This design comes from an exercise in tuning for small area, a short achievable clock period and few clock cycles per item on the open sky130 flow, not from production work.
RTL that was checked went through simulation tests only; none was proved equivalent to the original.

Setup of run A:
Design cordic_park_engine, start of the top module:
module cordic_park_engine #(
  parameter int WIDTH       = 16,
  parameter int ANGLE_WIDTH = 16,
  parameter int ITERATIONS  = 14,
  parameter int GUARD_BITS  = 3,
  parameter int GAIN_BITS   = 15,
  parameter int TAG_WIDTH   = 2
) (
  input  logic                          clk,
  input  logic                          rst,
  input  logic                          in_valid,
  output logic                          in_ready,
  input  logic                          mode,
  input  logic signed [WIDTH-1:0]       in_x,
  input  logic signed [WIDTH-1:0]       in_y,
  input  logic [ANGLE_WIDTH-1:0]        angle,
  input  logic [TAG_WIDTH-1:0]          in_tag,
  output logic                          out_valid,
  input  logic                          out_ready,
  output logic signed [WIDTH-1:0]       out_x,
  output logic signed [WIDTH-1:0]       out_y,
  output logic [TAG_WIDTH-1:0]          out_tag,
  output logic                          busy
);
Size: about 5500 cells after synthesis, roughly 480 flip-flops.
make LEC_CHECK=0 ABC_CLOCK_PERIOD_IN_PS=5000 CAP_MARGIN=20 CORE_MARGIN=2 CORE_UTILIZATION=40 SETUP_SLACK_MARGIN=5 SLEW_MARGIN=20 finish   # period 10.0 ns
run.sh (not shown) runs the stock make flow with config.mk's settings and CLKGATE_MAP_FILE= SYNTH_SCRIPT=/design/flow/synth_recipe.tcl, a recipe that flattens the netlist after the stock synthesis.
Testbench counts of run A, summed over its fixed seeds: cycles 2,472, items 2,400.
diff inputs: run A => run B
Settings: swapping 40 for 60 in CORE_UTILIZATION; putting CTS_BUF_LIST at sky130_fd_sc_hd__clkbuf_4 sky130_fd_sc_hd__clkbuf_8 where nothing was set; putting PLACE_DENSITY at 0.72 where nothing was set.
==> summary.txt <==
As far as number of nets with antenna violations after routing goes, run A and run B are indistinguishable; the numbers are identical.
Taking run B over run A, the number of placed cells counting well taps ratio works out to 0.916.
Worst path setup slack after routing down 0.0080 ns in run B wrt run A
Total area of multi-input combinational cells down about 0.32% in run B wrt run A
Comparing run A with run B, the number of ports placed on the die boundary came out essentially unchanged.
Inputs modified between run B and run C:
Settings: setting ABC_AREA to 1 for the first time.
### Flow results
- For run B, the top layer reached by signal wires was met5, unlike run C, where it was met4.
- Higher final standard cell utilization of the core was reported by run B, not run C.
- Highest cell delay on the worst timing path: higher on run C
- Summary of run C over run B: global-route usage moved up, register-to-register setup slack moved down.
- For post-route non-filler standard cell count, dividing the value from run C by the value from run B gives 1.17.
Setup changes, run C to run D
Settings: CTS_BUF_LIST no longer set, was sky130_fd_sc_hd__clkbuf_4 sky130_fd_sc_hd__clkbuf_8; ABC_AREA no longer set, was 1.
Notes after the runs:
Min proportion of cell area occupied by registers across run D and run C: run C. Wire length of the first global-routing pass on run D is ahead of run C. Comparing run D and run C, number of instances in the synthesized netlist is higher on run C. Side by side, time the final worst path needs with I/O delays and setup turned out higher in run D than in run C. Run D ran to completion and came out clean on the timing, DRC and antenna checks.

========
== run 3 ==
Another version of the RTL of cordic_park_engine (not shown whole).
Size in the first run: about 5200 cells after synthesis, about 480 flip-flops, roughly 92 I/O pins, ~55000 µm² of cells after synthesis.
clock: 10.0 ns
lec_check: 0
abc_clock_period_in_ps: 5000
cap_margin: 20
core_margin: 2
core_utilization: 60
cts_buf_list: sky130_fd_sc_hd__clkbuf_4 sky130_fd_sc_hd__clkbuf_8
cts_cluster_diameter: 50
cts_cluster_size: 20
gpl_routability_driven: 0
gpl_timing_driven: 1
place_density: 0.72
setup_slack_margin: 5
slew_margin: 20
Run 3: no failed stages, no open violations at the end
Testbench counts of run 3, summed over its fixed seeds: cycles 2,472, items 2,400.
### run 3 -> run 2
diff --git a/flow/config.mk b/flow/config.mk
--- a/flow/config.mk
+++ b/flow/config.mk
@@ -11 +11 @@
-export CORE_UTILIZATION = 60
+export CORE_UTILIZATION = 70
@@ -15,3 +15 @@
-export GPL_ROUTABILITY_DRIVEN = 0
-export GPL_TIMING_DRIVEN = 1
-export PLACE_DENSITY = 0.72
+export PLACE_DENSITY = 0.8
Findings:
- Per the final summary, run 2 finished and its layout is clean on timing, DRC and antenna.
- The overall routing resource usage reported for run 2 is greater than that of run 3 by 5.2 points.
- Cmp run 2 vs run 3: met2 wire length higher in run 2
- The maximum frequency on run 3 is in line with that on run 2.
- In the metrics for run 2 and run 3, the one carrying the higher setup slack after layout is run 2.
- Between run 2 and run 3, the difference in synthesized cell count is negligible.
- Run 2 ended up with x3_q[18] as its destination of the critical timing path; run 3 ended up with y6_q[20].

========
Starting RTL as in the previous note.
clock: 10.0 ns
lec_check: 0
abc_clock_period_in_ps: 5000
cap_margin: 5
core_margin: 2
core_utilization: 60
cts_buf_list: sky130_fd_sc_hd__clkbuf_4 sky130_fd_sc_hd__clkbuf_8
cts_cluster_diameter: 50
cts_cluster_size: 20
place_density: 0.72
setup_slack_margin: 5
slew_margin: 5
The first run completed with no timing, DRC or antenna violations.
Testbench counts at the start, summed over its fixed seeds: cycles 2,472, items 2,400.
==> next run, changes <==
==> flow/flow/run.sh (new file) <==
#!/bin/bash
bash standard.sh SETUP_SLACK_MARGIN=5.3 finish > standard.log 2>&1
==> flow/standard.sh (new file) <==
#!/bin/bash
# synth_recipe.tcl (not shown) runs the flow's synth.tcl, then flattens the netlist and writes it again
# the make line also repeats each setting of config.mk as NAME=value (left out here)
make -C /OpenROAD-flow-scripts/flow DESIGN_CONFIG=/design/flow/config.mk WORK_HOME=/design/flow/orfs CLKGATE_MAP_FILE= SYNTH_SCRIPT=/design/flow/synth_recipe.tcl "${@:-finish}"
Settings changed: CAP_MARGIN 5 to 20, SLEW_MARGIN 5 to 20.
removed: flow/run.sh
Outcome: The changed run finished with timing, DRC and antenna clean; flip-flop and latch count stays the same; clock skew falls by 7.6 ps; routed wire length rises by 7.5%; worst setup slack is better by 110 ps; cell area rises by 5.3%.

========
v6:
Another version of the RTL of cordic_park_engine (not shown whole).
Size in the first run: roughly 5300 cells after synthesis, roughly 92 I/O pins, about 55000 um^2 of cells after synthesis.
make LEC_CHECK=0 ABC_CLOCK_PERIOD_IN_PS=5000 CAP_MARGIN=20 CORE_MARGIN=2 CORE_UTILIZATION=55 CTS_BUF_LIST='sky130_fd_sc_hd__clkbuf_2 sky130_fd_sc_hd__clkbuf_4' CTS_CLUSTER_DIAMETER=40 CTS_CLUSTER_SIZE=15 GPL_ROUTABILITY_DRIVEN=0 GPL_TIMING_DRIVEN=1 PLACE_DENSITY=0.68 SETUP_SLACK_MARGIN=5 SLEW_MARGIN=20 finish   # period 10.0 ns
Stock flow here: none of the scripts above is used.
v6 went all the way through the flow, and no timing, DRC or antenna check failed.
What v7 does differently from v6 at the input level:
- a change of CTS_CLUSTER_DIAMETER from 40 to 50
- a change of CTS_BUF_LIST from sky130_fd_sc_hd__clkbuf_2 sky130_fd_sc_hd__clkbuf_4 to sky130_fd_sc_hd__clkbuf_4 sky130_fd_sc_hd__clkbuf_8
- a change of CTS_CLUSTER_SIZE from 15 to 20
==> flow/flow/run.sh (new file) <==
#!/bin/bash
# The standard layout, with the port buffers made from buf_2 cells instead of OpenROAD's
# default choice (a delay buffer). Every port still gets its own buffer.
bash standard.sh "BUFFER_PORTS_ARGS=-buffer_cell sky130_fd_sc_hd__buf_2" finish > standard.log 2>&1
==> flow/standard.sh (new file) <==
#!/bin/bash
# synth_recipe.tcl (not shown) runs the flow's synth.tcl, then flattens the netlist and writes it again
# the make line also repeats each setting of config.mk as NAME=value (left out here)
make -C /OpenROAD-flow-scripts/flow DESIGN_CONFIG=/design/flow/config.mk WORK_HOME=/design/flow/orfs CLKGATE_MAP_FILE= SYNTH_SCRIPT=/design/flow/synth_recipe.tcl "${@:-finish}"
removed: flow/run.sh
| worst hold slack | v7 vs v6 | worse |. v7 went all the way through synthesis, placement and routing and the layout is clean on timing, DRC and antenna. A destination of the critical timing path of x4_q[19]$_DFFE_PN_ is what v7 shows, while in_ready belongs to v6. Post-synthesis to final-layout area growth, v7 and v6, higher one = v6. Post-route clock period utilization for v7: 0.59 points down relative to v6. Compared with v6, in v7 final clock skew climbed 0.014 ns. in2out as the path type of the worst setup path was reported by v6, and reg2reg by v7.
No run of this note included a check of the RTL's function; only the layout flow was run.

[static timing again, ports no longer ideal]
In the flow no input, the clock included, has a driving cell. The finished layouts below were timed again as built, in two steps. Step 1, drivers: a clkbuf_16 drives clk and a buf_2 each remaining input, both assumed. Step 2, shift: input delay + t, output delay - t, t = (earliest + latest rising clock arrival at the registers) / 2. This alone moves slack from input paths to output paths. a / b / c = ideal / step 1 / step 2; a / b = the first two.
| run | t, ns | setup slack, ns | worst hold slack (ns) | worst setup path after step 2 |
|---|---|---|---|---|
| run A | 0.717 | 5.106 / 5.085 / 4.470 | 0.412 / 0.412 / 0.412 | input to register |
| run B | 0.811 | 5.098 / 5.079 / 4.397 | 0.417 / 0.417 / 0.417 | input to register |
| run C | 0.797 | 5.081 / 5.081 / 4.774 | 0.419 / 0.419 / 0.419 | input to register |
| run D | 0.706 | 5.071 / 5.071 / 4.498 | 0.418 / 0.418 / 0.418 | input to register |
| run 3 | 0.756 | 5.025 / 5.006 / 4.471 | 0.427 / 0.427 / 0.427 | input to register |
| run 2 | 0.737 | 5.030 / 5.019 / 4.466 | 0.421 / 0.421 / 0.421 | input to register |
| the first run of note 3 | 0.783 | 5.016 / 5.016 / 4.551 | 0.426 / 0.426 / 0.426 | input to register |
| the second run of note 3 | 0.800 | 5.126 / 5.126 / 4.577 | 0.424 / 0.424 / 0.424 | input to register |
| v6 | 1.020 | 5.094 / 5.072 / 4.355 | 0.415 / 0.415 / 0.415 | input to register |
| v7 | 0.766 | 5.153 / 5.153 / 4.830 | 0.399 / 0.399 / 0.399 | input to register |
After both steps setup and hold are still met in every run listed. For v6, which loses most, drivers alone change the setup slack by -0.022 ns; drivers and shift together by -0.739 ns.
